This design comes from an exercise in tuning for small area, a short achievable clock period and few clock cycles per item on the open sky130 flow, not from production work. Function was checked by simulation only, so behaviour that the tests miss may differ from the original. Power is estimated from default activity; no workload was simulated.

==> design/flow/design.v <==
`timescale 1ns / 1ps
package mi4_pkg;
    localparam int NUM_LANES = 4;
endpackage
`timescale 1ns / 1ps
module mi4_lane
#(
    parameter int AW = 50,      
    parameter int MW = 32       
) (
    input  logic                 aclk,
    input  logic                 mac_en,
    input  logic                 mac_first,
    input  logic                 h_cap,      
    input  logic [MW-1:0]        m1,
    input  logic [MW-1:0]        m2,
    input  logic [MW-1:0]        m3,
    input  logic [2:0]           g1,      
    input  logic [2:0]           g2,
    input  logic [2:0]           g3,
    output logic [AW-1:0]        acc_s,   
    output logic [AW-1:0]        acc_c,
    output logic [48:0]          accr,    
    output logic [48:0]          hval,    
    input  logic                 div_load,
    input  logic                 div_step,
    input  logic [65:0]          dx,      
    input  logic                 dcin,
    input  logic [66:0]          nd3,     
    output logic [47:0]          rmag,    
    output logic                 rsgn,
    output logic [15:0]          qbits    
);
    localparam int PW = MW + 1;
    logic [AW-1:0] s_reg, c_reg;
    logic [63:0]   r_reg;
    logic          sgn_reg;
    logic [15:0]   q_reg;
    logic [48:0]   h_reg;       
    function automatic logic [AW-1:0] booth_pp(input logic [MW-1:0] m,
                                               input logic [2:0] g);
        logic [PW-1:0] sel;
        sel = ({PW{g[0]}} & {m[MW-1], m}) | ({PW{g[1]}} & {m, 1'b0});
        sel = sel ^ {PW{g[2]}};
        booth_pp = {{(AW-PW){sel[PW-1]}}, sel};
    endfunction
    function automatic logic [AW-1:0] maj(input logic [AW-1:0] a, input logic [AW-1:0] b,
                                          input logic [AW-1:0] c);
        maj = (a & b) | (a & c) | (b & c);
    endfunction
    logic [AW-1:0] x0, x1, x2, x3, x4, s1, c1, s2, c2, s3, c3;
    always_comb begin
        x0 = mac_first ? '0 : {s_reg[AW-3:0], 2'b00};
        x1 = mac_first ? '0 : {c_reg[AW-3:0], 2'b00};
        x0[0] = g1[2];
        x1[0] = g2[2];
        x2 = booth_pp(m1, g1);
        x3 = booth_pp(m2, g2);
        x4 = booth_pp(m3, g3);
        s1 = x0 ^ x1 ^ x2;
        c1 = {maj(x0, x1, x2)}; c1 = {c1[AW-2:0], g3[2]};
        s2 = s1 ^ c1 ^ x3;
        c2 = maj(s1, c1, x3);   c2 = {c2[AW-2:0], 1'b0};
        s3 = s2 ^ c2 ^ x4;
        c3 = maj(s2, c2, x4);   c3 = {c3[AW-2:0], 1'b0};
    end
    logic [66:0] r4, t1, t2, t3;
    logic        ge1, ge2, ge3;
    logic [48:0] c49;
    logic [47:0] cmag;
    always_comb begin
        r4   = {1'b0, r_reg, 2'b00};
        t1   = r4 + {dx[65], dx} + {66'd0, dcin};
        t2   = r4 + {dx, dcin} + {66'd0, dcin};
        t3   = r4 + nd3 + {66'd0, dcin};
        ge1  = ~t1[66];
        ge2  = ~t2[66];
        ge3  = ~t3[66];
        c49  = s_reg[48:0] + c_reg[48:0];
        cmag = h_reg[48] ? 48'(-h_reg) : h_reg[47:0];
    end
    always_ff @(posedge aclk) begin
        if (mac_en) begin
            s_reg <= s3;
            c_reg <= c3;
        end
        if (h_cap) h_reg <= c49;
        if (div_load) begin
            r_reg   <= {16'd0, cmag};
            sgn_reg <= h_reg[48];
        end else if (div_step) begin
            r_reg <= ge3 ? t3[63:0] : ge2 ? t2[63:0] : ge1 ? t1[63:0] : {r_reg[61:0], 2'b00};
        end
        if (div_step) q_reg <= {q_reg[13:0], ge2, ge3 | (ge1 & ~ge2)};
    end
    assign acc_s = s_reg;
    assign acc_c = c_reg;
    assign accr  = c49;
    assign hval  = h_reg;
    assign rmag  = r_reg[47:0];
    assign rsgn  = sgn_reg;
    assign qbits = q_reg;
endmodule
module mi4_minor (
    input  logic        aclk,
    input  logic        first,
    input  logic [15:0] m1,
    input  logic [15:0] m2,
    input  logic [2:0]  g1,      
    input  logic [2:0]  g2,
    output logic [32:0] accn     
);
    logic [32:0] acc_reg;
    logic [32:0] x0, x1, x2, s1, c1;
    function automatic logic [32:0] booth_pp(input logic [15:0] m, input logic [2:0] g);
        logic [16:0] sel;
        sel = ({17{g[0]}} & {m[15], m}) | ({17{g[1]}} & {m, 1'b0});
        sel = sel ^ {17{g[2]}};
        booth_pp = {{16{sel[16]}}, sel};
    endfunction
    always_comb begin
        x0 = first ? '0 : {acc_reg[30:0], 2'b00};
        x0[0] = g1[2];
        x1 = booth_pp(m1, g1);
        x2 = booth_pp(m2, g2);
        s1 = x0 ^ x1 ^ x2;
        c1 = (x0 & x1) | (x0 & x2) | (x1 & x2);
        c1 = {c1[31:0], g2[2]};
        accn = s1 + c1;
    end
    always_ff @(posedge aclk) begin
        acc_reg <= accn;
    end
endmodule
`timescale 1ns / 1ps
import mi4_pkg::*;
module matrix_inverse_4x4
#(
    parameter int ELEMENT_BITS  = 16,
    parameter int FRACTION_BITS = 8,
    localparam int TDW = ((4 * ELEMENT_BITS + 7) / 8) * 8
) (
    input  logic           aclk,
    input  logic           aresetn,
    input  logic           s_tvalid,
    output logic           s_tready,
    input  logic [TDW-1:0] s_tdata,    
    output logic           m_tvalid,
    input  logic           m_tready,
    output logic [TDW-1:0] m_tdata,    
    output logic           m_tlast,    
    output logic [0:0]     m_tuser     
);
    function automatic logic [31:0] sx16(input logic [15:0] v);
        sx16 = {{16{v[15]}}, v};
    endfunction
    function automatic logic [48:0] sx32(input logic [31:0] v);
        sx32 = {{17{v[31]}}, v};
    endfunction
    function automatic logic [31:0] and32(input logic c, input logic [31:0] v);
        and32 = {32{c}} & v;
    endfunction
    function automatic logic [2:0] booth_dec(input logic [15:0] e, input logic [2:0] p,
                                             input logic f);
        logic [16:0] ext;
        logic [2:0]  w;
        ext = {e, 1'b0};
        w   = 3'(ext >> {p, 1'b0});
        booth_dec = {w[2] ^ f,
                     (w[2] & ~w[1] & ~w[0]) | (~w[2] & w[1] & w[0]),
                     w[1] ^ w[0]};
    endfunction
    typedef enum logic [2:0] {A_IN, A_WX, A_X, A_WY, A_Y, A_Z, A_WC} aphase_t;
    aphase_t               aphase_reg;
    logic [1:0]            abeat_reg;
    logic [2:0]            ap_reg;          
    logic                  a_rdy;           
    logic                  a_copied;        
    logic [3:0][3:0][15:0] aa;              
    logic                  ax_reg, ay_reg, az_reg;    
    logic [3:0][1:0][2:0]  mg_reg;          
    logic [3:0][32:0]      mu_accn;
    logic [3:0][15:0]      mu_m1, mu_m2;
    logic [5:0][31:0]      smin;            
    logic [5:0][31:0]      cmin;            
    logic                  b_pre2, b_pre3;  
    logic                  x_now, y_now;    
    for (genvar k = 0; k < 4; k++) begin : g_mu
        mi4_minor u_minor (
            .aclk(aclk), .first(ap_reg == 3'd7),
            .m1(mu_m1[k]), .m2(mu_m2[k]), .g1(mg_reg[k][0]), .g2(mg_reg[k][1]),
            .accn(mu_accn[k]));
    end
    always_comb begin
        mu_m1[0] = az_reg ? aa[0][0] : aa[0][1];
        mu_m2[0] = ax_reg ? aa[0][3] : (ay_reg ? aa[0][2] : aa[0][1]);
        mu_m1[1] = az_reg ? aa[2][0] : aa[2][1];
        mu_m2[1] = ax_reg ? aa[2][3] : (ay_reg ? aa[2][2] : aa[2][1]);
        mu_m1[2] = ax_reg ? aa[0][2] : aa[0][0];
        mu_m2[2] = ay_reg ? aa[0][2] : aa[0][3];
        mu_m1[3] = ax_reg ? aa[2][2] : aa[2][0];
        mu_m2[3] = ay_reg ? aa[2][2] : aa[2][3];
    end
    logic       a_run;
    logic [1:0] arsel;
    logic [2:0] apsel;
    logic [3:0][1:0][15:0] mde;
    logic       x_go, y_go;
    logic [1:0] acr;
    logic       wx_q;    
    always_comb begin
        x_go  = !a_rdy && (!b_pre2 || x_now);
        y_go  = !b_pre3 || y_now;
        a_run = (aphase_reg == A_X) || (aphase_reg == A_Y) || (aphase_reg == A_Z)
             || (aphase_reg == A_WX && x_go && wx_q) || (aphase_reg == A_WY && y_go);
        apsel = (a_run && ap_reg != 3'd0) ? ap_reg - 3'd1 : 3'd7;
        acr   = ay_reg ? 2'd1 : (az_reg ? 2'd2 : 2'd0);
        if (a_run && ap_reg == 3'd0)
            arsel = (acr == 2'd2) ? 2'd0 : acr + 2'd1;
        else
            arsel = acr;
        case (arsel)
            2'd0: begin
                mde[0][0] = aa[1][3]; mde[0][1] = aa[1][1];
                mde[1][0] = aa[3][3]; mde[1][1] = aa[3][1];
                mde[2][0] = aa[1][3]; mde[2][1] = aa[1][2];
                mde[3][0] = aa[3][3]; mde[3][1] = aa[3][2];
            end
            2'd1: begin
                mde[0][0] = aa[1][2]; mde[0][1] = aa[1][1];
                mde[1][0] = aa[3][2]; mde[1][1] = aa[3][1];
                mde[2][0] = aa[1][2]; mde[2][1] = aa[1][0];
                mde[3][0] = aa[3][2]; mde[3][1] = aa[3][0];
            end
            default: begin
                mde[0][0] = aa[1][1]; mde[0][1] = aa[1][0];
                mde[1][0] = aa[3][1]; mde[1][1] = aa[3][0];
                mde[2][0] = aa[1][3]; mde[2][1] = aa[1][0];
                mde[3][0] = aa[3][3]; mde[3][1] = aa[3][0];
            end
        endcase
    end
    typedef enum logic [2:0] {P_WAIT, P_COF0, P_CAP0, P_DET, P_WD, P_COF, P_CAP} phase_t;
    phase_t               phase_reg, phase_n;
    logic [2:0]           p_reg, p_n;       
    logic [1:0]           rnd_reg, rnd_n;   
    logic [2:0]           ri_reg;           
    logic                 h_full;           
    logic [1:0]           hcol_reg;         
    logic                 r_loaded;         
    logic [1:0]           rcol_reg;         
    logic                 drun;             
    logic [2:0]           dcnt_reg;
    logic [1:0]           drow_reg;         
    logic                 r_ready;          
    logic [1:0]           qrow_reg;         
    logic [3:0]           nq_reg;           
    logic                 qsing_reg;        
    logic                 det_ready;        
    logic                 c0_ld;            
    logic                 b_post2, b_post3;
    logic                 mac_en_reg;
    logic                 mac_go;           
    logic                 b_loaded, b_loaded_q;    
    logic                 ds1_reg, ds2_reg;  
    logic [3:0][3:0][15:0] a;               
    logic [65:0]           dx_reg;
    logic                  dcin_reg;
    logic [66:0]           nd3_reg;         
    logic                  dsgn_reg;
    logic                  sing_reg;
    logic        div_load, div_step;
    logic [65:0] acc0s, acc0c, acc1s, acc1c;
    logic [49:0] acc2s, acc2c, acc3s, acc3c;
    logic [3:0][48:0] accr;
    logic [3:0][48:0] hval;
    logic             h_cap;
    logic [3:0][47:0] rmag;
    logic [3:0]       rsgn;
    logic [3:0][15:0] qbits;
    logic [3:0][2:0][2:0] g_reg;            
    logic [48:0] m01, m02, m03, m11;
    logic [31:0] m12, m13, m21, m22, m23, m31, m32, m33;
    mi4_lane #(.AW(66), .MW(49)) u_lane0 (
        .aclk(aclk), .mac_en(mac_go), .mac_first(p_reg == 3'd7), .h_cap(h_cap),
        .m1(m01), .m2(m02), .m3(m03),
        .g1(g_reg[0][0]), .g2(g_reg[0][1]), .g3(g_reg[0][2]),
        .acc_s(acc0s), .acc_c(acc0c), .accr(accr[0]), .hval(hval[0]),
        .div_load(div_load), .div_step(div_step), .dx(dx_reg), .dcin(dcin_reg), .nd3(nd3_reg),
        .rmag(rmag[0]), .rsgn(rsgn[0]), .qbits(qbits[0]));
    mi4_lane #(.AW(66), .MW(49)) u_lane1 (
        .aclk(aclk), .mac_en(mac_go), .mac_first(p_reg == 3'd7), .h_cap(h_cap),
        .m1(m11), .m2({{17{m12[31]}}, m12}), .m3({{17{m13[31]}}, m13}),
        .g1(g_reg[1][0]), .g2(g_reg[1][1]), .g3(g_reg[1][2]),
        .acc_s(acc1s), .acc_c(acc1c), .accr(accr[1]), .hval(hval[1]),
        .div_load(div_load), .div_step(div_step), .dx(dx_reg), .dcin(dcin_reg), .nd3(nd3_reg),
        .rmag(rmag[1]), .rsgn(rsgn[1]), .qbits(qbits[1]));
    mi4_lane #(.AW(50), .MW(32)) u_lane2 (
        .aclk(aclk), .mac_en(mac_go), .mac_first(p_reg == 3'd7), .h_cap(h_cap),
        .m1(m21), .m2(m22), .m3(m23),
        .g1(g_reg[2][0]), .g2(g_reg[2][1]), .g3(g_reg[2][2]),
        .acc_s(acc2s), .acc_c(acc2c), .accr(accr[2]), .hval(hval[2]),
        .div_load(div_load), .div_step(div_step), .dx(dx_reg), .dcin(dcin_reg), .nd3(nd3_reg),
        .rmag(rmag[2]), .rsgn(rsgn[2]), .qbits(qbits[2]));
    mi4_lane #(.AW(50), .MW(32)) u_lane3 (
        .aclk(aclk), .mac_en(mac_go), .mac_first(p_reg == 3'd7), .h_cap(h_cap),
        .m1(m31), .m2(m32), .m3(m33),
        .g1(g_reg[3][0]), .g2(g_reg[3][1]), .g3(g_reg[3][2]),
        .acc_s(acc3s), .acc_c(acc3c), .accr(accr[3]), .hval(hval[3]),
        .div_load(div_load), .div_step(div_step), .dx(dx_reg), .dcin(dcin_reg), .nd3(nd3_reg),
        .rmag(rmag[3]), .rsgn(rsgn[3]), .qbits(qbits[3]));
    logic [3:0] scr;        
    logic       scr01, scr12, scr23;
    logic       sdt;        
    logic [31:0] cx1, cx2, cx3;    
    logic [31:0] sx1, sx2, sx3;    
    always_comb begin
        cx1 = and32(scr01, cmin[5]) | and32(scr[2], cmin[4]) | and32(scr[3], cmin[3]);
        cx2 = and32(scr[0], cmin[4]) | and32(scr12, cmin[2]) | and32(scr[3], cmin[1]);
        cx3 = and32(scr[0], cmin[3]) | and32(scr[1], cmin[1]) | and32(scr23, cmin[0]);
        sx1 = and32(scr01, smin[5]) | and32(scr[2], smin[4]) | and32(scr[3], smin[3]);
        sx2 = and32(scr[0], smin[4]) | and32(scr12, smin[2]) | and32(scr[3], smin[1]);
        sx3 = and32(scr[0], smin[3]) | and32(scr[1], smin[1]) | and32(scr23, smin[0]);
        m01 = sx32(cx1) | ({49{sdt}} & hval[1]);
        m02 = sx32(cx2) | ({49{sdt}} & hval[2]);
        m03 = sx32(cx3) | ({49{sdt}} & hval[3]);
        m11 = sx32(cx1) | ({49{sdt}} & hval[0]);
        m12 = cx2;
        m13 = cx3;
        m21 = sx1;
        m22 = sx2;
        m23 = sx3;
        m31 = sx1;
        m32 = sx2;
        m33 = sx3;
    end
    logic [2:0]            rsel, psel;
    logic [3:0][2:0][15:0] de;     
    logic [3:0][2:0]       df;     
    logic [1:0]            nj, nk, nl, nm;
    logic                  nodd;
    always_comb begin
        rsel = (mac_go && p_reg == 3'd0) ? ((ri_reg == 3'd4) ? 3'd0 : ri_reg + 3'd1) : ri_reg;
        psel = (mac_go && p_reg != 3'd0) ? p_reg - 3'd1 : 3'd7;
        nj   = (rsel == 3'd0) ? 2'd0 : 2'(rsel - 3'd1);
        nodd = nj[0];
        nk = (nj == 2'd0) ? 2'd1 : 2'd0;
        nl = (nj <= 2'd1) ? 2'd2 : 2'd1;
        nm = (nj <= 2'd2) ? 2'd3 : 2'd2;
        de[0][0] = a[1][nk]; de[0][1] = a[1][nl]; de[0][2] = a[1][nm];
        de[1][0] = a[0][nk]; de[1][1] = a[0][nl]; de[1][2] = a[0][nm];
        de[2][0] = a[3][nk]; de[2][1] = a[3][nl]; de[2][2] = a[3][nm];
        de[3][0] = a[2][nk]; de[3][1] = a[2][nl]; de[3][2] = a[2][nm];
        df[0] = {nodd, ~nodd, nodd};
        df[1] = {~nodd, nodd, ~nodd};
        df[2] = {nodd, ~nodd, nodd};
        df[3] = {~nodd, nodd, ~nodd};
        if (rsel == 3'd1) begin
            de[0][0] = a[1][0]; de[0][1] = a[2][0]; de[0][2] = a[3][0];
            de[1][0] = a[0][0]; de[1][1] = '0;      de[1][2] = '0;
            df[0] = 3'b000;
            df[1] = 3'b000;
        end
    end
    function automatic logic [15:0] quot_val(input logic [15:0] q, input logic ng);
        logic [15:0] v;
        if (q[15]) v = ng ? 16'h8000 : 16'h7fff;
        else       v = ng ? 16'(-{1'b0, q[14:0]}) : {1'b0, q[14:0]};
        quot_val = v;
    endfunction
    logic [65:0] det_sum;
    logic [63:0] out_data;
    always_comb begin
        det_sum = acc0s + acc0c + acc1s + acc1c;
        for (int c = 0; c < 4; c++) begin
            out_data[c*16 +: 16] = qsing_reg ? ((qrow_reg == 2'(c)) ? 16'h0100 : 16'h0000)
                                             : quot_val(qbits[c], nq_reg[c]);
        end
    end
    logic out_go;        
    logic ld_go;         
    logic st_go;         
    logic h_free;        
    logic b_start;       
    logic copy_go;       
    logic beat_go;
    logic       scof;    
    logic [1:0] scol;
    always_comb begin
        out_go   = r_ready && m_tready;
        ld_go    = h_full && !r_loaded && (!drun || dcnt_reg == 3'd0);
        st_go    = r_loaded && !drun && (!r_ready || out_go) && (rcol_reg != 2'd0 || det_ready);
        div_load = ld_go;
        div_step = drun || st_go;
        h_free   = !h_full || ld_go;
        h_cap    = ((phase_reg == P_CAP0) || (phase_reg == P_CAP)) && h_free;
        x_now    = (phase_reg == P_CAP) && (rnd_reg == 2'd1) && h_free;
        y_now    = (phase_reg == P_CAP) && (rnd_reg == 2'd2) && h_free;
        b_start  = ((phase_reg == P_WAIT) || (phase_reg == P_CAP && rnd_reg == 2'd3 && h_free))
                && b_loaded && b_loaded_q && a_rdy;
        mac_go   = mac_en_reg || b_start || (phase_reg == P_CAP && rnd_reg != 2'd3 && h_free);
        copy_go  = !b_loaded && !a_copied && (aphase_reg != A_IN)
                && ((phase_reg == P_WAIT) || (phase_reg == P_CAP && rnd_reg == 2'd3)
                    || (phase_reg == P_COF && rnd_reg == 2'd3 && p_reg <= 3'd1));
        s_tready = (aphase_reg == A_IN);
        beat_go  = s_tready && s_tvalid;
        phase_n = phase_reg;
        rnd_n   = rnd_reg;
        p_n     = mac_go ? p_reg - 3'd1 : p_reg;
        case (phase_reg)
            P_WAIT:  if (b_start) begin phase_n = P_COF0; rnd_n = 2'd0; end
            P_COF0:  if (p_reg == 3'd0) phase_n = P_CAP0;
            P_CAP0:  if (h_free) phase_n = P_DET;
            P_DET:   if (p_reg == 3'd0) begin
                         phase_n = (c0_ld || (ld_go && hcol_reg == 2'd0)) ? P_COF : P_WD;
                         rnd_n   = 2'd1;
                     end
            P_WD:    if (c0_ld) phase_n = P_COF;
            P_COF:   if (p_reg == 3'd0) phase_n = P_CAP;
            P_CAP: begin
                if (h_free) begin
                    if (rnd_reg != 2'd3) begin
                        phase_n = P_COF; rnd_n = rnd_reg + 2'd1;
                    end else if (b_start) begin
                        phase_n = P_COF0; rnd_n = 2'd0;
                    end else begin
                        phase_n = P_WAIT;
                    end
                end
            end
            default: phase_n = P_WAIT;
        endcase
        scof = (phase_n == P_COF0) || (phase_n == P_COF) || (phase_n == P_CAP)
            || (phase_n == P_WAIT);
        scol = (phase_n == P_CAP) ? ((rnd_n == 2'd3) ? 2'd0 : rnd_n + 2'd1)
             : ((phase_n == P_WAIT) ? 2'd0 : rnd_n);
    end
    always_ff @(posedge aclk) begin
        if (!aresetn) begin
            aphase_reg   <= A_IN;
            abeat_reg    <= 2'd0;
            ap_reg       <= 3'd7;
            a_rdy        <= 1'b0;
            a_copied     <= 1'b0;
            ax_reg       <= 1'b0;
            wx_q         <= 1'b0;
            ay_reg       <= 1'b0;
            az_reg       <= 1'b0;
            b_pre2       <= 1'b0;
            b_pre3       <= 1'b0;
            phase_reg    <= P_WAIT;
            h_full       <= 1'b0;
            r_loaded     <= 1'b0;
            drun         <= 1'b0;
            r_ready      <= 1'b0;
            det_ready    <= 1'b0;
            c0_ld        <= 1'b0;
            p_reg        <= 3'd7;
            rnd_reg      <= 2'd0;
            ri_reg       <= 3'd0;
            mac_en_reg   <= 1'b0;
            b_loaded     <= 1'b0;
            b_loaded_q   <= 1'b0;
            ds1_reg      <= 1'b0;
            ds2_reg      <= 1'b0;
            scr          <= 4'd0;
            scr01        <= 1'b0;
            scr12        <= 1'b0;
            scr23        <= 1'b0;
            sdt          <= 1'b0;
        end else begin
            if (beat_go) abeat_reg <= abeat_reg + 2'd1;
            wx_q <= (aphase_reg == A_WX);
            if (a_run) ap_reg <= ap_reg - 3'd1;
            case (aphase_reg)
                A_IN: if (beat_go && abeat_reg == 2'd3) begin aphase_reg <= A_WX; ax_reg <= 1'b1; end
                A_WX: if (x_go) aphase_reg <= A_X;
                A_X:  if (ap_reg == 3'd0) begin aphase_reg <= A_WY; ax_reg <= 1'b0; ay_reg <= 1'b1; end
                A_WY: if (y_go) aphase_reg <= A_Y;
                A_Y:  if (ap_reg == 3'd0) begin
                          aphase_reg <= A_Z; ay_reg <= 1'b0; az_reg <= 1'b1; a_rdy <= 1'b1;
                      end
                A_Z:  if (ap_reg == 3'd0) begin
                          az_reg <= 1'b0;
                          aphase_reg <= (a_copied || copy_go) ? A_IN : A_WC;
                          a_copied <= 1'b0;
                      end
                A_WC: if (a_copied) begin aphase_reg <= A_IN; a_copied <= 1'b0; end
                default: aphase_reg <= A_IN;
            endcase
            if (copy_go && !(aphase_reg == A_Z && ap_reg == 3'd0)) a_copied <= 1'b1;
            phase_reg  <= phase_n;
            rnd_reg    <= rnd_n;
            p_reg      <= p_n;
            mac_en_reg <= (phase_n == P_COF0) || (phase_n == P_DET) || (phase_n == P_COF);
            for (int k = 0; k < 4; k++) scr[k] <= scof && (scol == 2'(k));
            scr01 <= scof && (scol == 2'd0 || scol == 2'd1);
            scr12 <= scof && (scol == 2'd1 || scol == 2'd2);
            scr23 <= scof && (scol == 2'd2 || scol == 2'd3);
            sdt   <= (phase_n == P_DET);
            if (mac_go && p_reg == 3'd0) ri_reg <= (ri_reg == 3'd4) ? 3'd0 : ri_reg + 3'd1;
            ds1_reg    <= (phase_n == P_COF) && (rnd_n == 2'd1) && (phase_reg != P_COF);
            ds2_reg    <= ds1_reg;
            if (copy_go) b_loaded <= 1'b1;
            b_loaded_q <= b_loaded && !b_start;
            if (b_start) begin
                b_loaded   <= 1'b0;
                b_loaded_q <= 1'b0;
                a_rdy      <= 1'b0;
                b_pre2     <= 1'b1;
                b_pre3     <= 1'b1;
            end
            if (x_now) b_pre2 <= 1'b0;
            if (y_now) b_pre3 <= 1'b0;
            if (h_cap) begin
                h_full   <= 1'b1;
                hcol_reg <= (phase_reg == P_CAP0) ? 2'd0 : rnd_reg;
            end else if (ld_go) begin
                h_full   <= 1'b0;
            end
            if (out_go) r_ready <= 1'b0;
            if (ld_go) begin
                r_loaded <= 1'b1;
                rcol_reg <= hcol_reg;
                if (hcol_reg == 2'd0) c0_ld <= 1'b1;
            end
            if (ds2_reg) det_ready <= 1'b1;
            if (st_go) begin
                r_loaded <= 1'b0;
                drun     <= 1'b1;
                dcnt_reg <= 3'd6;
                drow_reg <= rcol_reg;
                if (rcol_reg == 2'd0) begin det_ready <= 1'b0; c0_ld <= 1'b0; end
            end else if (drun) begin
                dcnt_reg <= dcnt_reg - 3'd1;
                if (dcnt_reg == 3'd0) begin
                    drun      <= 1'b0;
                    r_ready   <= 1'b1;
                    qrow_reg  <= drow_reg;
                    qsing_reg <= sing_reg;
                    for (int c = 0; c < 4; c++) nq_reg[c] <= rsgn[c] ^ dsgn_reg;
                end
            end
        end
    end
    always_ff @(posedge aclk) begin
        if (beat_go) begin
            for (int c = 0; c < 4; c++) aa[abeat_reg][c] <= s_tdata[c*16 +: 16];
        end
        if (copy_go) a <= aa;
        for (int k = 0; k < 4; k++) begin
            mg_reg[k][0] <= booth_dec(mde[k][0], apsel, 1'b0);
            mg_reg[k][1] <= booth_dec(mde[k][1], apsel, 1'b1);
        end
        if (a_run && ap_reg == 3'd0) begin
            if (ax_reg) begin
                smin[4] <= mu_accn[0][31:0]; cmin[4] <= mu_accn[1][31:0];
                smin[5] <= mu_accn[2][31:0]; cmin[5] <= mu_accn[3][31:0];
            end
            if (ay_reg) begin
                smin[3] <= mu_accn[0][31:0]; cmin[3] <= mu_accn[1][31:0];
                smin[1] <= mu_accn[2][31:0]; cmin[1] <= mu_accn[3][31:0];
            end
            if (az_reg) begin
                smin[0] <= mu_accn[0][31:0]; cmin[0] <= mu_accn[1][31:0];
                smin[2] <= mu_accn[2][31:0]; cmin[2] <= mu_accn[3][31:0];
            end
        end
        for (int i = 0; i < 4; i++) begin
            for (int t = 0; t < 3; t++) begin
                g_reg[i][t] <= booth_dec(de[i][t], psel, df[i][t]);
            end
        end
        if (ds1_reg) begin
            dx_reg   <= det_sum;
        end
        if (ds2_reg) begin
            dx_reg   <= dx_reg ^ {66{~dx_reg[65]}};
            nd3_reg  <= ({dx_reg[65], dx_reg} + {dx_reg, 1'b0}) ^ {67{~dx_reg[65]}};
            dcin_reg <= ~dx_reg[65];
            dsgn_reg <= dx_reg[65];
        end
        if (ds2_reg) sing_reg <= (dx_reg == 66'd0);
    end
    assign m_tvalid   = r_ready;
    assign m_tdata    = out_data;
    assign m_tlast    = (qrow_reg == 2'd3);
    assign m_tuser[0] = qsing_reg;
endmodule
==> design/flow/run.sh <==
#!/bin/bash
# synth_recipe.tcl (not shown) runs the flow's synth.tcl, then flattens the netlist and writes it again
# the make line also repeats each setting of config.mk as NAME=value (left out here)
make -C /OpenROAD-flow-scripts/flow DESIGN_CONFIG=/design/flow/config.mk WORK_HOME=/design/flow/orfs CLKGATE_MAP_FILE= SYNTH_SCRIPT=/design/flow/synth_recipe.tcl finish
==> design/flow/config.mk <==
export PLATFORM = sky130hd
export DESIGN_NAME = matrix_inverse_4x4
export DESIGN_NICKNAME = matrix_inverse_4x4
export VERILOG_FILES = /design/flow/design.v
export SDC_FILE = /design/flow/constraint.sdc
export NUM_CORES = 4
export LEC_CHECK = 0
export ABC_CLOCK_PERIOD_IN_PS = 3000
export CAP_MARGIN = 20
export CORE_MARGIN = 2
export CORE_UTILIZATION = 40
export SETUP_SLACK_MARGIN = 5
export SLEW_MARGIN = 20
==> design/flow/constraint.sdc <==
create_clock -name core_clock -period 10.0 [get_ports {aclk}]
set_input_delay 2.0000 -clock core_clock [delete_from_list [all_inputs] [get_ports {aclk}]]
set_output_delay 2.0000 -clock core_clock [all_outputs]
set_load 0.01 [all_outputs]
==> impl_metrics.env, run 1 <==
export IMPL_timing_slew_headroom=0.201
export IMPL_status="no timing/DRC/antenna violations"
export IMPL_ir_drop_mv=0.610
export IMPL_totalWireLength_mm=764
export IMPL_min_period_ps=5410
export IMPL_drtIter0Drc=18900
export IMPL_p_sw_frac=0.464
export IMPL_crit_required_ps=10690
export IMPL_setup_ws_ps=4590
export IMPL_fmax_ghz=0.185
export IMPL_gp_congestion=0.974
export IMPL_nNetsFinal=23900
export IMPL_synth_top_area_frac=0.296
export IMPL_vias=172000
export IMPL_vias_per_cell=6.03
export IMPL_cts_sinks=2250
export IMPL_async_reset_ff_frac=0
export IMPL_fillers=46800
export IMPL_cellPowerDensity_mw_per_mm2=308
export IMPL_drv_slew=0
export IMPL_holdCritPathClass="flip-flop to flip-flop"
export IMPL_grt_usage=0.290
export IMPL_p_comb_frac=0.593
export IMPL_yosys_most_used_dff="edfxtp_1"
export IMPL_die_area_sq_mm=0.502
export IMPL_pre_cts_slack_ps=2510
export IMPL_yosys_area_top_type="edfxtp_1"
export IMPL_rsz0062_at_grt="true"
export IMPL_rr_startpoint="u_lane0.s_reg[3]"
export IMPL_insertion_delay_ps=980
export IMPL_yosysSeqAreaShare=0.326
export IMPL_cts_tree="done"
export IMPL_syn_inst=21500
export IMPL_worstMarginPinSlew_ps=1190
export IMPL_intPower_mw=37.3
export IMPL_cts_buffer_depth=4
export IMPL_drt_pass1_iterations=7
export IMPL_syn_nets=23800
export IMPL_fin_cells=28500
export IMPL_min_delay_start="rcol_reg[1]"
export IMPL_cp_start_kind="flip-flop"
export IMPL_grt_pass1_vias=165000
export IMPL_min_to="drow_reg[1]"
export IMPL_dpl_cell_count=27600
export IMPL_synth_common_cells="nand2_1, edfxtp_1, a21oi_1"
export IMPL_switching_power_mw=32.4
export IMPL_cp_arrival_ps=6100
export IMPL_yosysUniqueCellTypes=102
export IMPL_coreArea_sq_mm=0.494
export IMPL_maxCapViolations=0
export IMPL_dieWidth_um=709
export IMPL_grt_pass1_wl_mm=1090
export IMPL_rr_worst_depth=21
export IMPL_h_tree_depth=5
export IMPL_synth_warnings=4
export IMPL_wl_per_cell_um=26.8
export IMPL_io_buffers=135
export IMPL_start_util=0.402
export IMPL_ant_nets=0
export IMPL_yosys_top_cells_area="edfxtp_1, fa_1, ha_1, xnor2_1, nand2_1"
export IMPL_reg_top3="a x256, aa x256"
export IMPL_crit_path_max_fanout=4
export IMPL_synth_seq_cells=2250
export IMPL_hold_viol=0
export IMPL_grt_antenna_before_repair=35
export IMPL_setup_worst_path_class="flip-flop to flip-flop"
export IMPL_avgSynthCellArea_sq_um=9.24
export IMPL_drcViolationCount=0
export IMPL_dp_hpwl_mm=573
export IMPL_synth_most_common_cell="nand2_1"
export IMPL_leakage_nw=90.5
export IMPL_seq_power_share=0.253
export IMPL_syn_area_sq_mm=0.199
export IMPL_die_y_um=709
export IMPL_clkTransAtPathRegs_ps=60
export IMPL_critPathCaptureType="flip-flop"
export IMPL_cts_inserted_buffers=285
export IMPL_period_share=0.541
export IMPL_grt_overflow=0
export IMPL_r2r_end="dx_reg[62]"
export IMPL_min_delay_path_depth=0
export IMPL_utilization=0.457
export IMPL_final_setup_skew_ps=89.0
export IMPL_final_area_sq_mm=0.226
export IMPL_ios=136
export IMPL_syn_to_final_growth_pct=13.8
export IMPL_placed_cell_area_sq_mm=0.208
export IMPL_reg2reg_setup_slack_ps=4590
export IMPL_grt_max_degree=165
export IMPL_rows=258
export IMPL_p_clk_frac=0.154
export IMPL_cts_root_buffer="clkbuf_16"
export IMPL_synth_edf_count=1960
export IMPL_finalSetupViolations=0
export IMPL_layout_drive_gt1_share=0.101
[layout by cell type, fill, tap and decap left out, drive strengths merged, types with 83 or more instances in the layout]
master / n
nand2: 2318
edfxtp: 1960
a21oi: 1669
inv: 1488
xnor2: 1402
o21ai: 1397
ha: 1295
nor2: 1052
fa: 912
a21o: 780
buf: 760
a22oi: 729
xor2: 683
and2: 580
clkbuf: 377
nand3: 372
dfxtp: 290
nor3: 256
a211oi: 226
mux2i: 214
nand4: 180
nand2b: 178
nor2b: 178
a31oi: 176
o21bai: 173
o21a: 160
o211ai: 152
o31ai: 141
and3: 124
clkinv: 113
o22ai: 93
clkdlybuf4s50: 84
or3: 83
[area by class of cell]
class | instances | area (sq um) | area share
Antenna cell | 15 | 37.5 | 0.000166
Clock buffer | 358 | 7610 | 0.0337
Clock inverter | 158 | 1750 | 0.00772
Inverter | 1488 | 5670 | 0.0251
Multi-Input combinational cell | 16700 | 130000 | 0.573
Sequential cell | 2250 | 64700 | 0.286
Tap cell | 6630 | 8300 | 0.0367
Timing Repair Buffer | 888 | 8320 | 0.0368
Timing Repair inverter | 1 | 8.76 | 0.0000388
[stage by stage]
stage	power (mW)	TNS [ps]	hold WS (ps)
after floorplan	39.7	-44.1	400
after global placement	53.7	0	405
after detailed placement	54.2	0	409
after CTS	67.4	0	432
after global routing	73.4	0	437
final	69.7	0	430
[power by group through the flow]
stage          logic [mW]  registers (mW)  clock network, mW
2_1_floorplan        22.7            16.9                  0
4_1_cts              39.0            17.6               10.8
3_3_place_gp         36.0            17.7                  0
6_report             41.3            17.6               10.7
5_1_grt              44.5            17.8               11.1
3_5_place_dp         36.5            17.8                  0
[routing by layer]
layer / vias up / track usage / wire length, um
li1: 77700 / - / -
met2: 8109 / 0.461 / 344000
met4: 14 / 0.141 / 44100
met3: 1505 / 0.0496 / 69300
met1: 84600 / 0.382 / 307000
met5: - / 0 / 89
[how the worst max path moves through the flow]
stage / depth (start not counted) / from / slack, ps / to
after global routing: 22 / u_lane0.s_reg[2] / 4450 / dx_reg[62]
final: 21 / u_lane0.s_reg[3] / 4590 / dx_reg[62]
after floorplan: 9 / phase_reg[0] / -40 / aphase_reg[1]
after CTS: 22 / u_lane0.c_reg[2] / 4620 / dx_reg[62]
after detailed placement: 17 / dcin_reg / 2510 / u_lane2.r_reg[44]
after global placement: 17 / dcin_reg / 2570 / u_lane2.r_reg[44]
[cells by family (layout without fill, tap and decap cells)]
logic type | Yosys count | in the layout | share of synthesized area
adders and majority gates | 2207 | 2207 | 0.174
and+or+nand+nor | 5619 | 5624 | 0.133
buffers and inverters | 2527 | 2893 | 0.0482
other | 0 | 15 | 0
AOI/OAI and AO/OA | 6535 | 6536 | 0.213
DFF | 2250 | 2250 | 0.326
xor gates and xnor gates | 2085 | 2085 | 0.0919
muxes | 274 | 274 | 0.0152
[worst max-delay path: stages (launching register included)]
cell	delay [ps]
edfxtp_1	430
fa_1	520
fa_1	580
inv_1	100
fa_2	410
nor2b_2	130
o31a_1	260
o41ai_4	120
a21oi_2	300
o211ai_1	120
buf_4	160
a21oi_2	130
buf_6	140
o21bai_4	110
a2111oi_4	440
buf_4	210
o2111ai_4	110
and3_4	230
nor2_4	130
a41o_1	250
o2111ai_1	130
o211a_1	150
[timing repair]
action | 4_1_cts | 5_1_grt
hold buffers | 0 | 0
setup endpoints to repair | 783 | 642
resized for setup | 815 | 607
pin swaps | 150 | 255
buffers inserted | 219 | 158
cloned | 22 | 13
Testbench counts, summed over its fixed seeds: cycles 4,192, items 96.
==> run 2: changes to the inputs <==
--- a/design/flow/design.v
+++ b/design/flow/design.v
@@ -132,6 +132,54 @@
         acc_reg <= accn;
     end
 endmodule
+module mi4_det (
+    input  logic             aclk,
+    input  logic             en,
+    input  logic             first,
+    input  logic [3:0][48:0] m,
+    input  logic [3:0][2:0]  g,       
+    output logic [65:0]      acc_s,
+    output logic [65:0]      acc_c
+);
+    logic [65:0] s_reg, c_reg;
+    logic [65:0] x0, x1, p0, p1, p2, p3, sa, ca, sb, cb, sc, cc, sd, cd;
+    function automatic logic [65:0] booth_pp(input logic [48:0] v, input logic [2:0] d);
+        logic [49:0] sel;
+        sel = ({50{d[0]}} & {v[48], v}) | ({50{d[1]}} & {v, 1'b0});
+        sel = sel ^ {50{d[2]}};
+        booth_pp = {{16{sel[49]}}, sel};
+    endfunction
+    function automatic logic [65:0] maj(input logic [65:0] a, input logic [65:0] b,
+                                        input logic [65:0] c);
+        maj = (a & b) | (a & c) | (b & c);
+    endfunction
+    always_comb begin
+        x0 = first ? '0 : {s_reg[63:0], 2'b00};
+        x1 = first ? '0 : {c_reg[63:0], 2'b00};
+        x0[0] = g[0][2];
+        x1[0] = g[1][2];
+        p0 = booth_pp(m[0], g[0]);
+        p1 = booth_pp(m[1], g[1]);
+        p2 = booth_pp(m[2], g[2]);
+        p3 = booth_pp(m[3], g[3]);
+        sa = x0 ^ x1 ^ p0;
+        ca = maj(x0, x1, p0); ca = {ca[64:0], g[2][2]};
+        sb = p1 ^ p2 ^ p3;
+        cb = maj(p1, p2, p3); cb = {cb[64:0], g[3][2]};
+        sc = sa ^ ca ^ sb;
+        cc = maj(sa, ca, sb); cc = {cc[64:0], 1'b0};
+        sd = sc ^ cc ^ cb;
+        cd = maj(sc, cc, cb); cd = {cd[64:0], 1'b0};
+    end
+    always_ff @(posedge aclk) begin
+        if (en) begin
+            s_reg <= sd;
+            c_reg <= cd;
+        end
+    end
+    assign acc_s = s_reg;
+    assign acc_c = c_reg;
+endmodule
 `timescale 1ns / 1ps
 import mi4_pkg::*;
 module matrix_inverse_4x4
@@ -192,10 +240,10 @@
             .accn(mu_accn[k]));
     end
     always_comb begin
-        mu_m1[0] = az_reg ? aa[0][0] : aa[0][1];
-        mu_m2[0] = ax_reg ? aa[0][3] : (ay_reg ? aa[0][2] : aa[0][1]);
-        mu_m1[1] = az_reg ? aa[2][0] : aa[2][1];
-        mu_m2[1] = ax_reg ? aa[2][3] : (ay_reg ? aa[2][2] : aa[2][1]);
+        mu_m1[0] = aa[0][1];
+        mu_m2[0] = aa[1][1];
+        mu_m1[1] = aa[2][1];
+        mu_m2[1] = aa[3][1];
         mu_m1[2] = ax_reg ? aa[0][2] : aa[0][0];
         mu_m2[2] = ay_reg ? aa[0][2] : aa[0][3];
         mu_m1[3] = ax_reg ? aa[2][2] : aa[2][0];
@@ -221,26 +269,26 @@
             arsel = acr;
         case (arsel)
             2'd0: begin
-                mde[0][0] = aa[1][3]; mde[0][1] = aa[1][1];
-                mde[1][0] = aa[3][3]; mde[1][1] = aa[3][1];
+                mde[0][0] = aa[1][3]; mde[0][1] = aa[0][3];
+                mde[1][0] = aa[3][3]; mde[1][1] = aa[2][3];
                 mde[2][0] = aa[1][3]; mde[2][1] = aa[1][2];
                 mde[3][0] = aa[3][3]; mde[3][1] = aa[3][2];
             end
             2'd1: begin
-                mde[0][0] = aa[1][2]; mde[0][1] = aa[1][1];
-                mde[1][0] = aa[3][2]; mde[1][1] = aa[3][1];
+                mde[0][0] = aa[1][2]; mde[0][1] = aa[0][2];
+                mde[1][0] = aa[3][2]; mde[1][1] = aa[2][2];
                 mde[2][0] = aa[1][2]; mde[2][1] = aa[1][0];
                 mde[3][0] = aa[3][2]; mde[3][1] = aa[3][0];
             end
             default: begin
-                mde[0][0] = aa[1][1]; mde[0][1] = aa[1][0];
-                mde[1][0] = aa[3][1]; mde[1][1] = aa[3][0];
+                mde[0][0] = aa[1][0]; mde[0][1] = aa[0][0];
+                mde[1][0] = aa[3][0]; mde[1][1] = aa[2][0];
                 mde[2][0] = aa[1][3]; mde[2][1] = aa[1][0];
                 mde[3][0] = aa[3][3]; mde[3][1] = aa[3][0];
             end
         endcase
     end
-    typedef enum logic [2:0] {P_WAIT, P_COF0, P_CAP0, P_DET, P_WD, P_COF, P_CAP} phase_t;
+    typedef enum logic [2:0] {P_WAIT, P_COF0, P_CAP0, P_COF, P_CAP} phase_t;
     phase_t               phase_reg, phase_n;
     logic [2:0]           p_reg, p_n;       
     logic [1:0]           rnd_reg, rnd_n;   
@@ -263,15 +311,23 @@
     logic                 mac_go;           
     logic                 b_loaded, b_loaded_q;    
     logic                 ds1_reg, ds2_reg;  
+    logic                 dt_run;           
+    logic [2:0]           dt_p;             
+    logic                 dt_done;          
+    logic [3:0][2:0]      dtg_reg;          
     logic [3:0][3:0][15:0] a;               
     logic [65:0]           dx_reg;
     logic                  dcin_reg;
     logic [66:0]           nd3_reg;         
     logic                  dsgn_reg;
     logic                  sing_reg;
+    logic                  m_tvalid_reg;
+    logic [63:0]           m_tdata_reg;
+    logic                  m_tlast_reg;
+    logic                  m_tuser_reg;
     logic        div_load, div_step;
-    logic [65:0] acc0s, acc0c, acc1s, acc1c;
-    logic [49:0] acc2s, acc2c, acc3s, acc3c;
+    logic [49:0] acc0s, acc0c, acc1s, acc1c, acc2s, acc2c, acc3s, acc3c;
+    logic [65:0] dts, dtc;
     logic [3:0][48:0] accr;
     logic [3:0][48:0] hval;
     logic             h_cap;
@@ -279,18 +335,17 @@
     logic [3:0]       rsgn;
     logic [3:0][15:0] qbits;
     logic [3:0][2:0][2:0] g_reg;            
-    logic [48:0] m01, m02, m03, m11;
-    logic [31:0] m12, m13, m21, m22, m23, m31, m32, m33;
-    mi4_lane #(.AW(66), .MW(49)) u_lane0 (
+    logic [31:0] m01, m02, m03, m11, m12, m13, m21, m22, m23, m31, m32, m33;
+    mi4_lane #(.AW(50), .MW(32)) u_lane0 (
         .aclk(aclk), .mac_en(mac_go), .mac_first(p_reg == 3'd7), .h_cap(h_cap),
         .m1(m01), .m2(m02), .m3(m03),
         .g1(g_reg[0][0]), .g2(g_reg[0][1]), .g3(g_reg[0][2]),
         .acc_s(acc0s), .acc_c(acc0c), .accr(accr[0]), .hval(hval[0]),
         .div_load(div_load), .div_step(div_step), .dx(dx_reg), .dcin(dcin_reg), .nd3(nd3_reg),
         .rmag(rmag[0]), .rsgn(rsgn[0]), .qbits(qbits[0]));
-    mi4_lane #(.AW(66), .MW(49)) u_lane1 (
+    mi4_lane #(.AW(50), .MW(32)) u_lane1 (
         .aclk(aclk), .mac_en(mac_go), .mac_first(p_reg == 3'd7), .h_cap(h_cap),
-        .m1(m11), .m2({{17{m12[31]}}, m12}), .m3({{17{m13[31]}}, m13}),
+        .m1(m11), .m2(m12), .m3(m13),
         .g1(g_reg[1][0]), .g2(g_reg[1][1]), .g3(g_reg[1][2]),
         .acc_s(acc1s), .acc_c(acc1c), .accr(accr[1]), .hval(hval[1]),
         .div_load(div_load), .div_step(div_step), .dx(dx_reg), .dcin(dcin_reg), .nd3(nd3_reg),
@@ -309,22 +364,23 @@
         .acc_s(acc3s), .acc_c(acc3c), .accr(accr[3]), .hval(hval[3]),
         .div_load(div_load), .div_step(div_step), .dx(dx_reg), .dcin(dcin_reg), .nd3(nd3_reg),
         .rmag(rmag[3]), .rsgn(rsgn[3]), .qbits(qbits[3]));
-    logic [3:0] scr;        
-    logic       scr01, scr12, scr23;
-    logic       sdt;        
+    mi4_det u_det (
+        .aclk(aclk), .en(dt_run), .first(dt_p == 3'd7), .m(hval), .g(dtg_reg),
+        .acc_s(dts), .acc_c(dtc));
+    logic       scr01, scr23, scr02, scr13, scr03, scr12;
     logic [31:0] cx1, cx2, cx3;    
     logic [31:0] sx1, sx2, sx3;    
     always_comb begin
-        cx1 = and32(scr01, cmin[5]) | and32(scr[2], cmin[4]) | and32(scr[3], cmin[3]);
-        cx2 = and32(scr[0], cmin[4]) | and32(scr12, cmin[2]) | and32(scr[3], cmin[1]);
-        cx3 = and32(scr[0], cmin[3]) | and32(scr[1], cmin[1]) | and32(scr23, cmin[0]);
-        sx1 = and32(scr01, smin[5]) | and32(scr[2], smin[4]) | and32(scr[3], smin[3]);
-        sx2 = and32(scr[0], smin[4]) | and32(scr12, smin[2]) | and32(scr[3], smin[1]);
-        sx3 = and32(scr[0], smin[3]) | and32(scr[1], smin[1]) | and32(scr23, smin[0]);
-        m01 = sx32(cx1) | ({49{sdt}} & hval[1]);
-        m02 = sx32(cx2) | ({49{sdt}} & hval[2]);
-        m03 = sx32(cx3) | ({49{sdt}} & hval[3]);
-        m11 = sx32(cx1) | ({49{sdt}} & hval[0]);
+        cx1 = and32(scr01, cmin[5]) | and32(scr23, cmin[0]);
+        cx2 = and32(scr02, cmin[4]) | and32(scr13, cmin[1]);
+        cx3 = and32(scr03, cmin[3]) | and32(scr12, cmin[2]);
+        sx1 = and32(scr01, smin[5]) | and32(scr23, smin[0]);
+        sx2 = and32(scr02, smin[4]) | and32(scr13, smin[1]);
+        sx3 = and32(scr03, smin[3]) | and32(scr12, smin[2]);
+        m01 = cx1;
+        m02 = cx2;
+        m03 = cx3;
+        m11 = cx1;
         m12 = cx2;
         m13 = cx3;
         m21 = sx1;
@@ -338,29 +394,21 @@
     logic [3:0][2:0][15:0] de;     
     logic [3:0][2:0]       df;     
     logic [1:0]            nj, nk, nl, nm;
-    logic                  nodd;
     always_comb begin
-        rsel = (mac_go && p_reg == 3'd0) ? ((ri_reg == 3'd4) ? 3'd0 : ri_reg + 3'd1) : ri_reg;
+        rsel = (mac_go && p_reg == 3'd0) ? ((ri_reg == 3'd3) ? 3'd0 : ri_reg + 3'd1) : ri_reg;
         psel = (mac_go && p_reg != 3'd0) ? p_reg - 3'd1 : 3'd7;
-        nj   = (rsel == 3'd0) ? 2'd0 : 2'(rsel - 3'd1);
-        nodd = nj[0];
-        nk = (nj == 2'd0) ? 2'd1 : 2'd0;
-        nl = (nj <= 2'd1) ? 2'd2 : 2'd1;
-        nm = (nj <= 2'd2) ? 2'd3 : 2'd2;
+        nj   = rsel[1:0];
+        nk = nj ^ 2'd1;
+        nl = nj ^ 2'd2;
+        nm = nj ^ 2'd3;
         de[0][0] = a[1][nk]; de[0][1] = a[1][nl]; de[0][2] = a[1][nm];
         de[1][0] = a[0][nk]; de[1][1] = a[0][nl]; de[1][2] = a[0][nm];
         de[2][0] = a[3][nk]; de[2][1] = a[3][nl]; de[2][2] = a[3][nm];
         de[3][0] = a[2][nk]; de[3][1] = a[2][nl]; de[3][2] = a[2][nm];
-        df[0] = {nodd, ~nodd, nodd};
-        df[1] = {~nodd, nodd, ~nodd};
-        df[2] = {nodd, ~nodd, nodd};
-        df[3] = {~nodd, nodd, ~nodd};
-        if (rsel == 3'd1) begin
-            de[0][0] = a[1][0]; de[0][1] = a[2][0]; de[0][2] = a[3][0];
-            de[1][0] = a[0][0]; de[1][1] = '0;      de[1][2] = '0;
-            df[0] = 3'b000;
-            df[1] = 3'b000;
-        end
+        df[0] = {nj[1], ~nj[1], nj[0]};
+        df[1] = {~nj[1], nj[1], ~nj[0]};
+        df[2] = {nj[1], ~nj[1], nj[0]};
+        df[3] = {~nj[1], nj[1], ~nj[0]};
     end
     function automatic logic [15:0] quot_val(input logic [15:0] q, input logic ng);
         logic [15:0] v;
@@ -368,10 +416,10 @@
         else       v = ng ? 16'(-{1'b0, q[14:0]}) : {1'b0, q[14:0]};
         quot_val = v;
     endfunction
-    logic [65:0] det_sum;
+    logic [2:0]  dt_pos;
     logic [63:0] out_data;
     always_comb begin
-        det_sum = acc0s + acc0c + acc1s + acc1c;
+        dt_pos = (dt_run && dt_p != 3'd0) ? dt_p - 3'd1 : 3'd7;
         for (int c = 0; c < 4; c++) begin
             out_data[c*16 +: 16] = qsing_reg ? ((qrow_reg == 2'(c)) ? 16'h0100 : 16'h0000)
                                              : quot_val(qbits[c], nq_reg[c]);
@@ -387,7 +435,7 @@
     logic       scof;    
     logic [1:0] scol;
     always_comb begin
-        out_go   = r_ready && m_tready;
+        out_go   = r_ready && !m_tvalid_reg;
         ld_go    = h_full && !r_loaded && (!drun || dcnt_reg == 3'd0);
         st_go    = r_loaded && !drun && (!r_ready || out_go) && (rcol_reg != 2'd0 || det_ready);
         div_load = ld_go;
@@ -398,7 +446,8 @@
         y_now    = (phase_reg == P_CAP) && (rnd_reg == 2'd2) && h_free;
         b_start  = ((phase_reg == P_WAIT) || (phase_reg == P_CAP && rnd_reg == 2'd3 && h_free))
                 && b_loaded && b_loaded_q && a_rdy;
-        mac_go   = mac_en_reg || b_start || (phase_reg == P_CAP && rnd_reg != 2'd3 && h_free);
+        mac_go   = mac_en_reg || b_start || (phase_reg == P_CAP && rnd_reg != 2'd3 && h_free)
+                || (phase_reg == P_CAP0 && h_free);
         copy_go  = !b_loaded && !a_copied && (aphase_reg != A_IN)
                 && ((phase_reg == P_WAIT) || (phase_reg == P_CAP && rnd_reg == 2'd3)
                     || (phase_reg == P_COF && rnd_reg == 2'd3 && p_reg <= 3'd1));
@@ -410,12 +459,7 @@
         case (phase_reg)
             P_WAIT:  if (b_start) begin phase_n = P_COF0; rnd_n = 2'd0; end
             P_COF0:  if (p_reg == 3'd0) phase_n = P_CAP0;
-            P_CAP0:  if (h_free) phase_n = P_DET;
-            P_DET:   if (p_reg == 3'd0) begin
-                         phase_n = (c0_ld || (ld_go && hcol_reg == 2'd0)) ? P_COF : P_WD;
-                         rnd_n   = 2'd1;
-                     end
-            P_WD:    if (c0_ld) phase_n = P_COF;
+            P_CAP0:  if (h_free) begin phase_n = P_COF; rnd_n = 2'd1; end
             P_COF:   if (p_reg == 3'd0) phase_n = P_CAP;
             P_CAP: begin
                 if (h_free) begin
@@ -431,9 +475,9 @@
             default: phase_n = P_WAIT;
         endcase
         scof = (phase_n == P_COF0) || (phase_n == P_COF) || (phase_n == P_CAP)
-            || (phase_n == P_WAIT);
+            || (phase_n == P_WAIT) || (phase_n == P_CAP0);
         scol = (phase_n == P_CAP) ? ((rnd_n == 2'd3) ? 2'd0 : rnd_n + 2'd1)
-             : ((phase_n == P_WAIT) ? 2'd0 : rnd_n);
+             : ((phase_n == P_WAIT) ? 2'd0 : ((phase_n == P_CAP0) ? 2'd1 : rnd_n));
     end
     always_ff @(posedge aclk) begin
         if (!aresetn) begin
@@ -449,6 +493,7 @@
             b_pre2       <= 1'b0;
             b_pre3       <= 1'b0;
             phase_reg    <= P_WAIT;
+            m_tvalid_reg <= 1'b0;
             h_full       <= 1'b0;
             r_loaded     <= 1'b0;
             drun         <= 1'b0;
@@ -463,11 +508,15 @@
             b_loaded_q   <= 1'b0;
             ds1_reg      <= 1'b0;
             ds2_reg      <= 1'b0;
-            scr          <= 4'd0;
+            dt_run       <= 1'b0;
+            dt_done      <= 1'b0;
+            dt_p         <= 3'd7;
             scr01        <= 1'b0;
-            scr12        <= 1'b0;
             scr23        <= 1'b0;
-            sdt          <= 1'b0;
+            scr02        <= 1'b0;
+            scr13        <= 1'b0;
+            scr03        <= 1'b0;
+            scr12        <= 1'b0;
         end else begin
             if (beat_go) abeat_reg <= abeat_reg + 2'd1;
             wx_q <= (aphase_reg == A_WX);
@@ -492,15 +541,27 @@
             phase_reg  <= phase_n;
             rnd_reg    <= rnd_n;
             p_reg      <= p_n;
-            mac_en_reg <= (phase_n == P_COF0) || (phase_n == P_DET) || (phase_n == P_COF);
-            for (int k = 0; k < 4; k++) scr[k] <= scof && (scol == 2'(k));
+            mac_en_reg <= (phase_n == P_COF0) || (phase_n == P_COF);
             scr01 <= scof && (scol == 2'd0 || scol == 2'd1);
-            scr12 <= scof && (scol == 2'd1 || scol == 2'd2);
             scr23 <= scof && (scol == 2'd2 || scol == 2'd3);
-            sdt   <= (phase_n == P_DET);
-            if (mac_go && p_reg == 3'd0) ri_reg <= (ri_reg == 3'd4) ? 3'd0 : ri_reg + 3'd1;
-            ds1_reg    <= (phase_n == P_COF) && (rnd_n == 2'd1) && (phase_reg != P_COF);
-            ds2_reg    <= ds1_reg;
+            scr02 <= scof && (scol == 2'd0 || scol == 2'd2);
+            scr13 <= scof && (scol == 2'd1 || scol == 2'd3);
+            scr03 <= scof && (scol == 2'd0 || scol == 2'd3);
+            scr12 <= scof && (scol == 2'd1 || scol == 2'd2);
+            if (mac_go && p_reg == 3'd0) ri_reg <= (ri_reg == 3'd3) ? 3'd0 : ri_reg + 3'd1;
+            if (phase_reg == P_CAP0 && h_free) begin
+                dt_run <= 1'b1;
+                dt_p   <= 3'd7;
+            end else if (dt_run) begin
+                dt_p <= dt_p - 3'd1;
+                if (dt_p == 3'd0) begin
+                    dt_run  <= 1'b0;
+                    dt_done <= 1'b1;
+                end
+            end
+            ds1_reg <= dt_done && c0_ld && !ds1_reg;
+            if (ds1_reg) dt_done <= 1'b0;
+            ds2_reg <= ds1_reg;
             if (copy_go) b_loaded <= 1'b1;
             b_loaded_q <= b_loaded && !b_start;
             if (b_start) begin
@@ -518,7 +579,11 @@
             end else if (ld_go) begin
                 h_full   <= 1'b0;
             end
-            if (out_go) r_ready <= 1'b0;
+            if (m_tvalid_reg && m_tready) m_tvalid_reg <= 1'b0;
+            if (out_go) begin
+                m_tvalid_reg <= 1'b1;
+                r_ready      <= 1'b0;
+            end
             if (ld_go) begin
                 r_loaded <= 1'b1;
                 rcol_reg <= hcol_reg;
@@ -549,8 +614,8 @@
         end
         if (copy_go) a <= aa;
         for (int k = 0; k < 4; k++) begin
-            mg_reg[k][0] <= booth_dec(mde[k][0], apsel, 1'b0);
-            mg_reg[k][1] <= booth_dec(mde[k][1], apsel, 1'b1);
+            mg_reg[k][0] <= booth_dec(mde[k][0], apsel, k < 2 && arsel == 2'd2);
+            mg_reg[k][1] <= booth_dec(mde[k][1], apsel, !(k < 2 && arsel == 2'd2));
         end
         if (a_run && ap_reg == 3'd0) begin
             if (ax_reg) begin
@@ -571,8 +636,9 @@
                 g_reg[i][t] <= booth_dec(de[i][t], psel, df[i][t]);
             end
         end
+        for (int i = 0; i < 4; i++) dtg_reg[i] <= booth_dec(a[i][0], dt_pos, 1'b0);
         if (ds1_reg) begin
-            dx_reg   <= det_sum;
+            dx_reg   <= dts + dtc;
         end
         if (ds2_reg) begin
             dx_reg   <= dx_reg ^ {66{~dx_reg[65]}};
@@ -581,9 +647,14 @@
             dsgn_reg <= dx_reg[65];
         end
         if (ds2_reg) sing_reg <= (dx_reg == 66'd0);
+        if (out_go) begin
+            m_tdata_reg  <= out_data;
+            m_tlast_reg  <= (qrow_reg == 2'd3);
+            m_tuser_reg  <= qsing_reg;
+        end
     end
-    assign m_tvalid   = r_ready;
-    assign m_tdata    = out_data;
-    assign m_tlast    = (qrow_reg == 2'd3);
-    assign m_tuser[0] = qsing_reg;
+    assign m_tvalid   = m_tvalid_reg;
+    assign m_tdata    = m_tdata_reg;
+    assign m_tlast    = m_tlast_reg;
+    assign m_tuser[0] = m_tuser_reg;
 endmodule
==> run 2 against run 1 <==
Against the previous run:
- sequential cell count up 145
- highest routed layer unchanged
- sequential share of layout area up 0.90 points
- still clean on timing, DRC and antenna
- cell area rose by 3.2%
- largest cell class unchanged
- synthesized cell count is 2.0% higher
==> impl_metrics.env, run 2 <==
export IMPL_status="no timing/DRC/antenna violations"
export IMPL_die_y_um=724
export IMPL_cp_arrival_ps=5770
export IMPL_final_cell_mix="edfxtp_1, nand2_1, inv_1"
export IMPL_dieWidth_um=724
export IMPL_pre_cts_slack_ps=2890
export IMPL_reg_top3="a x256, aa x256"
export IMPL_crit_chain="buf_6 -> ha_4 -> nand2_8 -> buf_4 -> buf_6 -> buf_6 -> bufbuf_16 -> and2_1 -> fa_1 -> ha_2 -> a21o_1 -> a21oi_2 -> o21ai_1 -> a221oi_2 -> a21oi_2 -> o22ai_2 -> o21ai_2 -> o211ai_1 -> nand3_1 -> or4_4 -> a31o_2 -> a21oi_2 -> xnor2_2"
export IMPL_dp_hpwl_mm=616
export IMPL_layout_drive_gt1_share=0.0863
export IMPL_whs_ps=424
export IMPL_synth_seq_cells=2395
export IMPL_insertion_delay_ps=1000
export IMPL_synth_common_cells="edfxtp_1, nand2_1, inv_1"
export IMPL_min_period_ps=5050
export IMPL_avgSynthCellArea_sq_um=9.45
export IMPL_vias_per_cell=6.05
export IMPL_setup_ws_ps=4950
export IMPL_grt_pass1_wl_mm=1160
export IMPL_synth_edf_count=2089
export IMPL_yosys_most_used_dff="edfxtp_1"
export IMPL_cts_buffer_depth=4
export IMPL_yosys_area_top_type="edfxtp_1"
export IMPL_ir_drop_mv=0.557
export IMPL_drtIter0Drc=19300
export IMPL_worstMarginPinSlew_ps=1310
export IMPL_grt_usage=0.299
export IMPL_grt_pass1_vias=168000
export IMPL_hold_viol=0
export IMPL_fmax_ghz=0.198
export IMPL_async_reset_ff_frac=0
export IMPL_wl_per_cell_um=28.1
export IMPL_synth_warnings=4
export IMPL_leakage_nw=93.0
export IMPL_p_comb_frac=0.573
export IMPL_fillers=49300
export IMPL_yosysUniqueCellTypes=95
export IMPL_cellPowerDensity_mw_per_mm2=304
export IMPL_period_share=0.505
export IMPL_start_util=0.401
export IMPL_timing_slew_headroom=0.129
export IMPL_critPathCaptureType="flip-flop"
export IMPL_cts_root_buffer="clkbuf_16"
export IMPL_yosysSeqAreaShare=0.332
export IMPL_final_setup_skew_ps=83.2
export IMPL_p_clk_frac=0.163
export IMPL_ant_nets=0
export IMPL_yosys_top_cells_area="edfxtp_1, fa_1, ha_1, xnor2_1, a21oi_1"
export IMPL_syn_area_sq_mm=0.207
export IMPL_final_common_cell="edfxtp_1"
export IMPL_finalSetupViolations=0
export IMPL_holdCritPathClass="flip-flop to flip-flop"
export IMPL_grt_max_degree=181
export IMPL_multi_input_area_sq_mm=0.132
export IMPL_gp_congestion=1.04
export IMPL_slowest_delay_ps=490
export IMPL_intPower_mw=38.9
export IMPL_drt_pass1_iterations=7
export IMPL_nNetsFinal=24200
export IMPL_setup_worst_path_class="flip-flop to flip-flop"
export IMPL_cts_tree="done"
export IMPL_vias=176000
export IMPL_rsz0062_at_grt="true"
export IMPL_drv_slew=0
export IMPL_grt_antenna_before_repair=37
export IMPL_crit_path_max_fanout=12
export IMPL_ios=136
export IMPL_io_buffers=135
export IMPL_maxCapViolations=0
export IMPL_critPathSlowestCell="fa_1"
export IMPL_h_tree_depth=5
export IMPL_p_sw_frac=0.452
export IMPL_totalWireLength_mm=818
export IMPL_grt_overflow=0
export IMPL_crit_required_ps=10720
export IMPL_syn_inst=21900
export IMPL_regArea_sq_mm=0.0689
export IMPL_drcViolationCount=0
export IMPL_die_area_sq_mm=0.524
export IMPL_synth_most_common_cell="edfxtp_1"
export IMPL_switching_power_mw=32.1
export IMPL_seq_power_share=0.265
export IMPL_coreArea_sq_mm=0.517
export IMPL_fin_tns_setup_ps=0
export IMPL_cts_inserted_buffers=294
export IMPL_cts_sinks=2395
export IMPL_cp_start_kind="flip-flop"
export IMPL_synth_top_area_frac=0.303
export IMPL_syn_to_final_growth_pct=12.6
export IMPL_clkTransAtPathRegs_ps=60
export IMPL_syn_nets=24200
export IMPL_rows=264
run 2: cell types whose count changed in the layout (fill, tap and decap cells not counted), moves of 129 or more:
cell / delta
xor2_1: +186
o21ai_0: +140
nand2_1: -471
edfxtp_1: +129
a22o_1: +136
inv_1: +203
run 2: final timing paths:
| check | start | endpoint | slack [ps] | cells past startpoint |
|---|---|---|---|---|
| max | ap_reg[0] | smin[95] | 4950 | 23 |
| min | sing_reg | qsing_reg | 420 | 0 |
| max reg2reg | ap_reg[0] | smin[95] | 4950 | 23 |
| min reg2reg | sing_reg | qsing_reg | 420 | 0 |
run 2: per-stage QoR:
stage,instance area [sq um],total power [mW],std cells,util
final,233000,70.9,29100,0.452
after global routing,233000,75.3,29100,0.452
after CTS,230000,68.7,28900,0.446
after detailed placement,217000,55.3,28200,0.419
after global placement,216000,54.5,28200,0.419
after floorplan,207000,42.8,21900,-
run 2: layer usage:
layer	track usage	part of all wire	vias up
met3	0.0600	0.091	2050
li1	-	-	79000
met1	0.378	0.39	86400
met4	0.210	0.088	10
met2	0.459	0.43	8336
met5	0	0.000083	-
run 2: cells by family (layout without fill, tap and decap cells):
kind of cell | count (synthesis) | after routing | synth area share
xor gates and xnor gates | 2283 | 2283 | 0.0965
DFF | 2395 | 2395 | 0.332
other | 0 | 29 | 0
AOI/OAI and AO/OA | 6688 | 6689 | 0.208
adders and majority gates | 2221 | 2221 | 0.167
buffers and inverters | 2784 | 2976 | 0.0509
muxes | 372 | 373 | 0.0242
and+or+nand+nor | 5188 | 5192 | 0.120
run 2: final cells by class:
class                      count  share of cell area
multi-input combinational  16800               0.564
sequential                  2395               0.295
tap                         6916              0.0371
clock buffer                 384              0.0351
timing repair buffer         751              0.0321
inverter                    1684              0.0274
clock inverter               157             0.00843
antenna                       29            0.000311
run 2: critical path, delay by kind of cell (launching register included):
family | cells | cell delay [ps]
adder cells (fa/ha/maj) | 3 | 960
AO/OA/AOI/OAI | 10 | 1730
buffers and inverters | 5 | 750
AND/OR/NAND/NOR | 4 | 880
XOR/XNOR | 1 | 120
flip-flops | 1 | 320
run 2: repair_timing:
action                                  in CTS  in global routing
endpoints found under the setup margin     772                461
pin swaps                                   51                125
gates resized for setup                    401                422
cloned                                      20                 15
hold endpoints to repair                     0                  0
buffers inserted                           141                 95
hold buffers                                 0                  0
run 2: power by group through the flow:
stage	clock network [mW]	registers [mW]	logic (mW)
final	11.5	18.8	40.6
after global routing	12.0	18.9	44.4
after CTS	11.6	18.7	38.3
after detailed placement	0	18.9	36.4
after global placement	0	18.9	35.6
after floorplan	0	18.0	24.8
Testbench counts of run 2, summed over its fixed seeds: cycles 3,680, items 96.

## what the ideal ports hide
In the flow no input, the clock included, has a driving cell. The finished layouts below were timed again as built, in two steps. Step 1: set_driving_cell puts a clkbuf_16 on aclk and a buf_2 on each other input, an assumption about the parent block. Step 2 also shifts input and output timing later by t, the mid clock arrival at the registers, as if the neighbouring blocks saw the same clock. Three values: ideal, step 1, step 2; two values: the first two.
run | t, ns | slack for setup (ns) | worst setup path after step 2 | cell pins on the clock port's net
run 1 | 1.057 | 4.592 / 4.592 / 4.198 | input to register | 1
run 2 | 1.077 | 4.952 / 4.952 / 4.952 | register to register | 1
After both steps every run listed still meets setup and hold. For run 1, which loses most, drivers alone change the setup slack by 0.000 ns; drivers and shift together by -0.394 ns.
